Context: an optimization exercise on an open-source flow, tuned for small area, a short achievable clock period and few clock cycles. The choices shown serve that exercise and are no tape-out recipe. The RTL was checked by simulation tests, not by an equivalence proof against the original design. No activity file was given, so power comes from the tool's default toggle rates.

== run A ==
// cpu_top
module cpu_top #(
    parameter rv_pkg::word_t RESET_PC = 32'h0000_0000
) (
    input  logic          clk,
    input  logic          rst_n,
    output rv_pkg::word_t imem_addr,
    input  rv_pkg::word_t imem_data,
    output rv_pkg::word_t dmem_addr,
    output rv_pkg::word_t dmem_wdata,
    input  rv_pkg::word_t dmem_rdata,
    output logic          dmem_we,
    output logic          dmem_re
);
Size: ~4,600 cells after synthesis, about 1,300 flip-flops, about 160 I/O pins, roughly 0.059 sq mm of cells after synthesis.
export LEC_CHECK = 0
export CAP_MARGIN = 20
export CORE_MARGIN = 2
export CORE_UTILIZATION = 50
export CTS_CLUSTER_DIAMETER = 80
export CTS_CLUSTER_SIZE = 24
export SETUP_SLACK_MARGIN = 4.4
export SLEW_MARGIN = 20
export TNS_END_PERCENT = 5
create_clock -name core_clock -period 7.0 [get_ports {clk}]
run.sh (not shown) runs the stock make flow with config.mk's settings and CLKGATE_MAP_FILE= SYNTH_SCRIPT=/design/flow/synth_recipe.tcl, a recipe that flattens the netlist after the stock synthesis.
Testbench counts of run A, summed over its fixed seeds: cycles 5,289.
> inputs changed (run A -> run B)
Settings: CTS_CLUSTER_DIAMETER removed (was 80); CTS_CLUSTER_SIZE removed (was 24); CORE_UTILIZATION changed from 50 to 55.
Results
Run B ended with every stage complete and zero timing, DRC or antenna violations. Re slew at the pin closest to its max-slew limit: run A was higher than run B. In run B the maximum frequency turned out about 4.4% higher than in run A. Taking run A as the reference, in run B number of antenna violations at the first check in global routing dropped 4, global-route wire length before repair decreased 4400 um. In run B, the fraction of area in multi-input gates came out 0.55 points below the value in run A. As far as sequential cell count goes, run B and run A are indistinguishable; the numbers are identical. Run B reports a higher wire length than run A does. Total power, run B and run A: lower on run A. Run B vs run A: post-layout worst setup margin up.
Input changes introduced in run C (baseline for comparison: run B):
Settings: changing CORE_UTILIZATION from 55 to 50; setting CTS_CLUSTER_DIAMETER to 80 for the first time; setting CTS_CLUSTER_SIZE to 24 for the first time.
==> flow/flow/run.sh (new file) <==
#!/bin/bash
# Standard layout with one change: the port buffers that buffer_ports adds
# are sky130_fd_sc_hd__buf_2 rather than the cell it picks by default.
# Synthesis is the standard one, unchanged. Each step's full output goes to
# a log file of its own in this folder.
set -euo pipefail
bash standard.sh synth > synth.log 2>&1
bash standard.sh 'BUFFER_PORTS_ARGS=-buffer_cell sky130_fd_sc_hd__buf_2' finish > layout.log 2>&1
==> flow/standard.sh (new file) <==
#!/bin/bash
# synth_recipe.tcl (not shown) runs the flow's synth.tcl, then flattens the netlist and writes it again
# the make line also repeats each setting of config.mk as NAME=value (left out here)
make -C /OpenROAD-flow-scripts/flow DESIGN_CONFIG=/design/flow/config.mk WORK_HOME=/design/flow/orfs CLKGATE_MAP_FILE= SYNTH_SCRIPT=/design/flow/synth_recipe.tcl "${@:-finish}"
removed: flow/run.sh
==> run notes <==
- Both conditions hold for run C: the flow ran to the end and the final layout passed the timing, DRC and antenna checks.
- Note that the full die area recorded for run C amounts to 1.10 times the value seen in run B.
- Compared with run B, run C ends up with a smaller final cell area.
- Comparing placer congestion estimate for run C and run B, the smaller number came from run C.
- Relative to run B, the wire length on met3 measured on run C has decreased by a little under 10%.
- Compared with run B, run C shows non-clock buffer count that has gone down by a few percent.
- Higher smallest hold slack was reported by run B, not run C.
> inputs changed (run C -> run D)
Settings: changing CORE_UTILIZATION from 50 to 55.
Notes after the runs:
- For run D, the cell with the biggest individual delay on the critical path was nor2_4, unlike run C, where it was edfxtp_1.
- [compare] base=run C new=run D: utilization saw an increase, placement row count saw a decrease, post-route total power saw little to no change, average routed wire per standard cell saw an increase.


== run 1 ==
The RTL this note starts from:
==> flow/design.v <==
`timescale 1ns/1ns
package rv_pkg;
    parameter int XLEN = 32;
    typedef logic [XLEN-1:0] word_t;
    typedef logic [4:0] reg_addr_t;
    parameter logic [6:0] OPC_OP     = 7'b0110011;
    parameter logic [6:0] OPC_OP_IMM = 7'b0010011;
    parameter logic [6:0] OPC_LOAD   = 7'b0000011;
    parameter logic [6:0] OPC_STORE  = 7'b0100011;
endpackage
`timescale 1ns/1ns
`timescale 1ns/1ns
`timescale 1ns/1ns
module register_file (
    input  logic              clk,
    input  logic              rst_n,
    input  logic [3:0]        rs1_lo,
    input  logic [7:0]        rs1_hi,
    input  logic [3:0]        rs2_lo,
    input  logic [7:0]        rs2_hi,
    output rv_pkg::word_t     rs1_data,
    output rv_pkg::word_t     rs2_data,
    input  logic [3:0]        rd_lo,
    input  logic [7:0]        rd_hi,
    input  rv_pkg::word_t     rd_data
);
    rv_pkg::word_t regs [1:31];
    logic [31:1]   valid;
    logic [31:1]   we;
    logic [31:1]   sel1;
    logic [31:1]   sel2;
    always_comb begin
        for (int i = 1; i < 32; i++) begin
            we[i]   = rd_lo[i % 4] && rd_hi[i / 4];
            sel1[i] = valid[i] && rs1_lo[i % 4] && rs1_hi[i / 4];
            sel2[i] = valid[i] && rs2_lo[i % 4] && rs2_hi[i / 4];
        end
    end
    always_ff @(posedge clk or negedge rst_n) begin
        if (!rst_n) begin
            valid <= '0;
        end else begin
            valid <= valid | we;
        end
    end
    always_ff @(posedge clk) begin
        for (int i = 1; i < 32; i++) begin
            if (we[i]) regs[i] <= rd_data;
        end
    end
    always_comb begin
        rs1_data = '0;
        rs2_data = '0;
        for (int i = 1; i < 32; i++) begin
            rs1_data = rs1_data | ({32{sel1[i]}} & regs[i]);
            rs2_data = rs2_data | ({32{sel2[i]}} & regs[i]);
        end
    end
endmodule
`timescale 1ns/1ns
`timescale 1ns/1ns
`timescale 1ns/1ns
module cpu_top #(
    parameter rv_pkg::word_t RESET_PC = 32'h0000_0000
) (
    input  logic          clk,
    input  logic          rst_n,
    output rv_pkg::word_t imem_addr,
    input  rv_pkg::word_t imem_data,
    output rv_pkg::word_t dmem_addr,
    output rv_pkg::word_t dmem_wdata,
    input  rv_pkg::word_t dmem_rdata,
    output logic          dmem_we,
    output logic          dmem_re
);
    logic stall;
    logic [31:2]   pc;
    rv_pkg::word_t instr;
    assign imem_addr = {pc, 2'b00};
    always_ff @(posedge clk or negedge rst_n) begin
        if (!rst_n) begin
            pc       <= RESET_PC[31:2];
            instr[0] <= 1'b0;   
        end else if (!stall) begin
            pc       <= pc + 30'd1;
            instr[0] <= imem_data[0];
        end
    end
    logic [3:0] rs1_lo, rs2_lo;
    logic [7:0] rs1_hi, rs2_hi;
    always_ff @(posedge clk) begin
        if (!stall) begin
            instr[31:1] <= imem_data[31:1];
            for (int k = 0; k < 4; k++) begin
                rs1_lo[k] <= (imem_data[16:15] == 2'(k));
                rs2_lo[k] <= (imem_data[21:20] == 2'(k));
            end
            for (int m = 0; m < 8; m++) begin
                rs1_hi[m] <= (imem_data[19:17] == 3'(m));
                rs2_hi[m] <= (imem_data[24:22] == 3'(m));
            end
        end
    end
    logic [6:0]        opc;
    logic [2:0]        f3;
    logic              is_op, is_imm, is_ld, is_st;
    rv_pkg::reg_addr_t rs1, rs2, rd;
    rv_pkg::word_t     imm;
    rv_pkg::word_t     rf1, rf2, rv1, rv2;
    assign opc    = instr[6:0];
    assign f3     = instr[14:12];
    assign rs1    = instr[19:15];
    assign rs2    = instr[24:20];
    assign rd     = instr[11:7];
    assign is_op  = (opc == rv_pkg::OPC_OP);
    assign is_imm = (opc == rv_pkg::OPC_OP_IMM);
    assign is_ld  = (opc == rv_pkg::OPC_LOAD);
    assign is_st  = (opc == rv_pkg::OPC_STORE);
    assign imm    = is_st ? {{20{instr[31]}}, instr[31:25], instr[11:7]}
                          : {{20{instr[31]}}, instr[31:20]};
    rv_pkg::reg_addr_t rd_ex;
    logic              wen_ex, ld_ex, st_ex;
    rv_pkg::reg_addr_t rd_mw;
    logic              wen_mw, ld_mw, st_mw;
    rv_pkg::word_t     res_mw, wd_mw;
    logic [3:0] rd_lo_mw;
    logic [7:0] rd_hi_mw;
    register_file u_regs (
        .clk      (clk),
        .rst_n    (rst_n),
        .rs1_lo   (rs1_lo),
        .rs1_hi   (rs1_hi),
        .rs2_lo   (rs2_lo),
        .rs2_hi   (rs2_hi),
        .rs1_data (rf1),
        .rs2_data (rf2),
        .rd_lo    (rd_lo_mw),
        .rd_hi    (rd_hi_mw),
        .rd_data  (wd_mw)
    );
    assign rv1 = (wen_mw && rd_mw == rs1) ? wd_mw : rf1;
    assign rv2 = (wen_mw && rd_mw == rs2) ? wd_mw : rf2;
    logic dec_wen;
    logic hit1, hit2;
    assign dec_wen = (is_op || is_imm || is_ld) && (rd != 5'd0);
    assign hit1    = wen_ex && (rd_ex == rs1);
    assign hit2    = wen_ex && (rd_ex == rs2);
    assign stall = ld_ex && ((hit1 && (is_op || is_imm || is_ld || is_st)) || (hit2 && is_op));
    logic d_sub, d_add, d_slt, d_sltu, d_xor, d_or, d_and, d_sll, d_sr, d_sra;
    always_comb begin
        d_sub  = 1'b0;
        d_add  = 1'b0;
        d_slt  = 1'b0;
        d_sltu = 1'b0;
        d_xor  = 1'b0;
        d_or   = 1'b0;
        d_and  = 1'b0;
        d_sll  = 1'b0;
        d_sr   = 1'b0;
        d_sra  = 1'b0;
        if (is_op || is_imm) begin
            case (f3)
                3'b000: begin
                    d_add = 1'b1;
                    d_sub = is_op && instr[30];
                end
                3'b001: d_sll = 1'b1;
                3'b010: begin d_slt  = 1'b1; d_sub = 1'b1; end
                3'b011: begin d_sltu = 1'b1; d_sub = 1'b1; end
                3'b100: d_xor = 1'b1;
                3'b101: begin d_sr = 1'b1; d_sra = instr[30]; end
                3'b110: d_or  = 1'b1;
                default: d_and = 1'b1;
            endcase
        end else begin
            d_add = 1'b1;
        end
    end
    rv_pkg::word_t a_ex, b_ex, sd_ex;
    logic          fs_ex;
    logic          sub_ex, add_ex, slt_ex, sltu_ex, xor_ex, or_ex, and_ex, sll_ex, sr_ex, sra_ex;
    always_ff @(posedge clk or negedge rst_n) begin
        if (!rst_n) begin
            rd_ex  <= '0;
            wen_ex <= 1'b0;
            ld_ex  <= 1'b0;
            st_ex  <= 1'b0;
        end else if (stall) begin
            wen_ex <= 1'b0;
            ld_ex  <= 1'b0;
            st_ex  <= 1'b0;
        end else begin
            rd_ex  <= rd;
            wen_ex <= dec_wen;
            ld_ex  <= is_ld;
            st_ex  <= is_st;
        end
    end
    rv_pkg::word_t res;
    rv_pkg::word_t b_id;
    assign b_id = is_op ? rv2 : imm;
    always_ff @(posedge clk) begin
        a_ex    <= hit1 ? res : rv1;
        b_ex    <= (hit2 && is_op) ? res : b_id;
        sd_ex   <= hit2 ? res : rv2;
        fs_ex   <= hit2 && ld_ex;
        sub_ex  <= d_sub;
        add_ex  <= d_add;
        slt_ex  <= d_slt;
        sltu_ex <= d_sltu;
        xor_ex  <= d_xor;
        or_ex   <= d_or;
        and_ex  <= d_and;
        sll_ex  <= d_sll;
        sr_ex   <= d_sr;
        sra_ex  <= d_sra;
    end
    rv_pkg::word_t opa, opb, opb_x, sum, shl_in, shr, shl_out;
    logic          cout, lt, ltu;
    assign opa   = a_ex;
    assign opb   = b_ex;
    assign opb_x = opb ^ {32{sub_ex}};
    assign {cout, sum} = {1'b0, opa} + {1'b0, opb_x} + {32'd0, sub_ex};
    assign ltu   = !cout;
    assign lt    = (opa[31] != opb[31]) ? opa[31] : sum[31];
    always_comb begin
        for (int i = 0; i < 32; i++) shl_in[i] = opa[31 - i];
    end
    assign shr = rv_pkg::word_t'($signed({sra_ex && opa[31], sll_ex ? shl_in : opa}) >>> opb[4:0]);
    always_comb begin
        for (int i = 0; i < 32; i++) shl_out[i] = shr[31 - i];
    end
    assign res = ({32{add_ex}} & sum)
               | ({32{xor_ex}} & (opa ^ opb))
               | ({32{or_ex}}  & (opa | opb))
               | ({32{and_ex}} & (opa & opb))
               | ({32{sll_ex}} & shl_out)
               | ({32{sr_ex}}  & shr)
               | {31'd0, (slt_ex && lt) || (sltu_ex && ltu)};
    rv_pkg::word_t wdata_mw;
    always_ff @(posedge clk or negedge rst_n) begin
        if (!rst_n) begin
            rd_mw  <= '0;
            wen_mw <= 1'b0;
            rd_lo_mw <= '0;
            ld_mw  <= 1'b0;
            st_mw  <= 1'b0;
        end else begin
            rd_mw  <= rd_ex;
            wen_mw <= wen_ex;
            for (int k = 0; k < 4; k++) rd_lo_mw[k] <= wen_ex && (rd_ex[1:0] == 2'(k));
            ld_mw  <= ld_ex;
            st_mw  <= st_ex;
        end
    end
    always_ff @(posedge clk) begin
        res_mw   <= res;
        for (int m = 0; m < 8; m++) rd_hi_mw[m] <= (rd_ex[4:2] == 3'(m));
        wdata_mw <= fs_ex ? dmem_rdata : sd_ex;
    end
    assign wd_mw      = ld_mw ? dmem_rdata : res_mw;
    assign dmem_addr  = res_mw;
    assign dmem_wdata = wdata_mw;
    assign dmem_re    = ld_mw;
    assign dmem_we    = st_mw;
endmodule
Settings: LEC_CHECK=0, CAP_MARGIN=20, CORE_MARGIN=2, CORE_UTILIZATION=55, CTS_CLUSTER_DIAMETER=80, CTS_CLUSTER_SIZE=24, SETUP_SLACK_MARGIN=4.8, SLEW_MARGIN=20, TNS_END_PERCENT=8; clock period 7.0 ns.
standard.sh (not shown) runs the stock make flow with config.mk's settings and CLKGATE_MAP_FILE= SYNTH_SCRIPT=/design/flow/synth_recipe.tcl, a recipe that flattens the netlist after the stock synthesis.
==> flow/flow/run.sh <==
#!/bin/bash
# Standard layout with one change: the port buffers that buffer_ports adds
# are sky130_fd_sc_hd__buf_2 rather than the cell it picks by default.
# Synthesis is the standard one, unchanged. Each step's full output goes to
# a log file of its own in this folder.
set -euo pipefail
bash standard.sh synth > synth.log 2>&1
bash standard.sh 'BUFFER_PORTS_ARGS=-buffer_cell sky130_fd_sc_hd__buf_2' finish > layout.log 2>&1
Testbench counts of run 1, summed over its fixed seeds: cycles 5,289.
Input changes introduced in run 2 (baseline for comparison: run 1):
diff --git a/flow/config.mk b/flow/config.mk
--- a/flow/config.mk
+++ b/flow/config.mk
@@ -8,8 +8,8 @@
 export CAP_MARGIN = 20
 export CORE_MARGIN = 2
-export CORE_UTILIZATION = 55
+export CORE_UTILIZATION = 60
 export CTS_CLUSTER_DIAMETER = 80
 export CTS_CLUSTER_SIZE = 24
-export SETUP_SLACK_MARGIN = 4.8
+export SETUP_SLACK_MARGIN = 4.6
 export SLEW_MARGIN = 20
-export TNS_END_PERCENT = 8
+export TNS_END_PERCENT = 5
==> run notes <==
Run 2 was carried through to the last stage, and its layout satisfied the timing, DRC and antenna checks. Going from run 1 to run 2, number of antenna repair diodes grows by 5. Summary: total power, run 2 better than run 1. When run 2 is set beside run 1, its via count turns out to be 333 smaller. Run 2 ends up with a highest fanout seen on the critical path that is 1 higher than in run 1. Between run 1 and run 2, the flow reports detailed-route wire length on metal 1 decreasing by a little under 10%. Going from run 1 to run 2, final cell count shrank by a few percent.
For run 3, these inputs were changed with respect to run 2:
diff --git a/flow/config.mk b/flow/config.mk
--- a/flow/config.mk
+++ b/flow/config.mk
@@ -8,8 +8,8 @@
 export CAP_MARGIN = 20
 export CORE_MARGIN = 2
-export CORE_UTILIZATION = 60
+export CORE_UTILIZATION = 55
 export CTS_CLUSTER_DIAMETER = 80
 export CTS_CLUSTER_SIZE = 24
 export SETUP_SLACK_MARGIN = 4.6
 export SLEW_MARGIN = 20
-export TNS_END_PERCENT = 5
+export TNS_END_PERCENT = 8
[summary]
Looking only at number of antenna repair diodes, and setting everything else aside, the higher value of run 2 and run 3 goes to run 2.
On highest ir drop seen on vdd, run 3 does better than run 2.
Run 2 and run 3 ended up with nearly the same number of combinational gates with multiple inputs.
In the flow results for run 2 and run 3, the global-route usage is larger on run 2.
Input-level comparison between run 4 and run 3:
diff --git a/flow/config.mk b/flow/config.mk
--- a/flow/config.mk
+++ b/flow/config.mk
@@ -13,3 +13,3 @@
 export SETUP_SLACK_MARGIN = 4.6
 export SLEW_MARGIN = 20
-export TNS_END_PERCENT = 8
+export TNS_END_PERCENT = 5
Findings:
- On run 4: critical path depth is 1 lower than what run 3 gave.
- Cell with the biggest individual delay on the critical path = sky130_fd_sc_hd__o31ai_1: run 4; cell with the biggest individual delay on the critical path = sky130_fd_sc_hd__and3_2: run 3
- Wire length reported by the detailed router, run 4 and run 3: higher on run 3
- [compare] base=run 3 new=run 4: synthesized cell count saw little to no change; global-route usage saw a decrease; wire length on met1 saw a decrease.

port drivers added, routing unchanged:
No port has a modelled driver above. Below, the same layouts with a new extraction and two added sets of constraints. Step 1, drivers: a clkbuf_16 drives clk and a buf_2 each remaining input, both assumed. Step 2, shift: input delay + t, output delay - t, t = (earliest + latest rising clock arrival at the registers) / 2. This alone moves slack from input paths to output paths. Three values: no drivers, after step 1, after step 2; two values: the first two.
run	t (ns)	slack for setup (ns)	worst setup path at the end	clock arrival spread, ns	worst register clock-pin slew, ns
run A	0.784	3.530 / 3.530 / 3.143	input to register	0.051 / 0.051	0.11 / 0.11
run B	0.859	3.675 / 3.675 / 3.132	input to register	0.043 / 0.043	0.07 / 0.07
run C	0.780	3.599 / 3.599 / 3.599	register to register	0.062 / 0.061	0.11 / 0.11
run D	0.760	3.505 / 3.505 / 3.505	register to register	0.056 / 0.055	0.10 / 0.10
run 1	0.769	3.698 / 3.698 / 3.698	register to register	0.056 / 0.056	0.10 / 0.10
run 2	0.764	3.493 / 3.493 / 3.493	register to register	0.045 / 0.044	0.10 / 0.10
run 3	0.780	3.639 / 3.639 / 3.639	register to register	0.043 / 0.043	0.11 / 0.11
run 4	0.780	3.613 / 3.613 / 3.613	register to register	0.043 / 0.043	0.11 / 0.11
After both steps every run listed still meets setup and hold. The setup slack of run B, which loses most, moves by 0.000 ns with the drivers and by -0.543 ns with both steps.
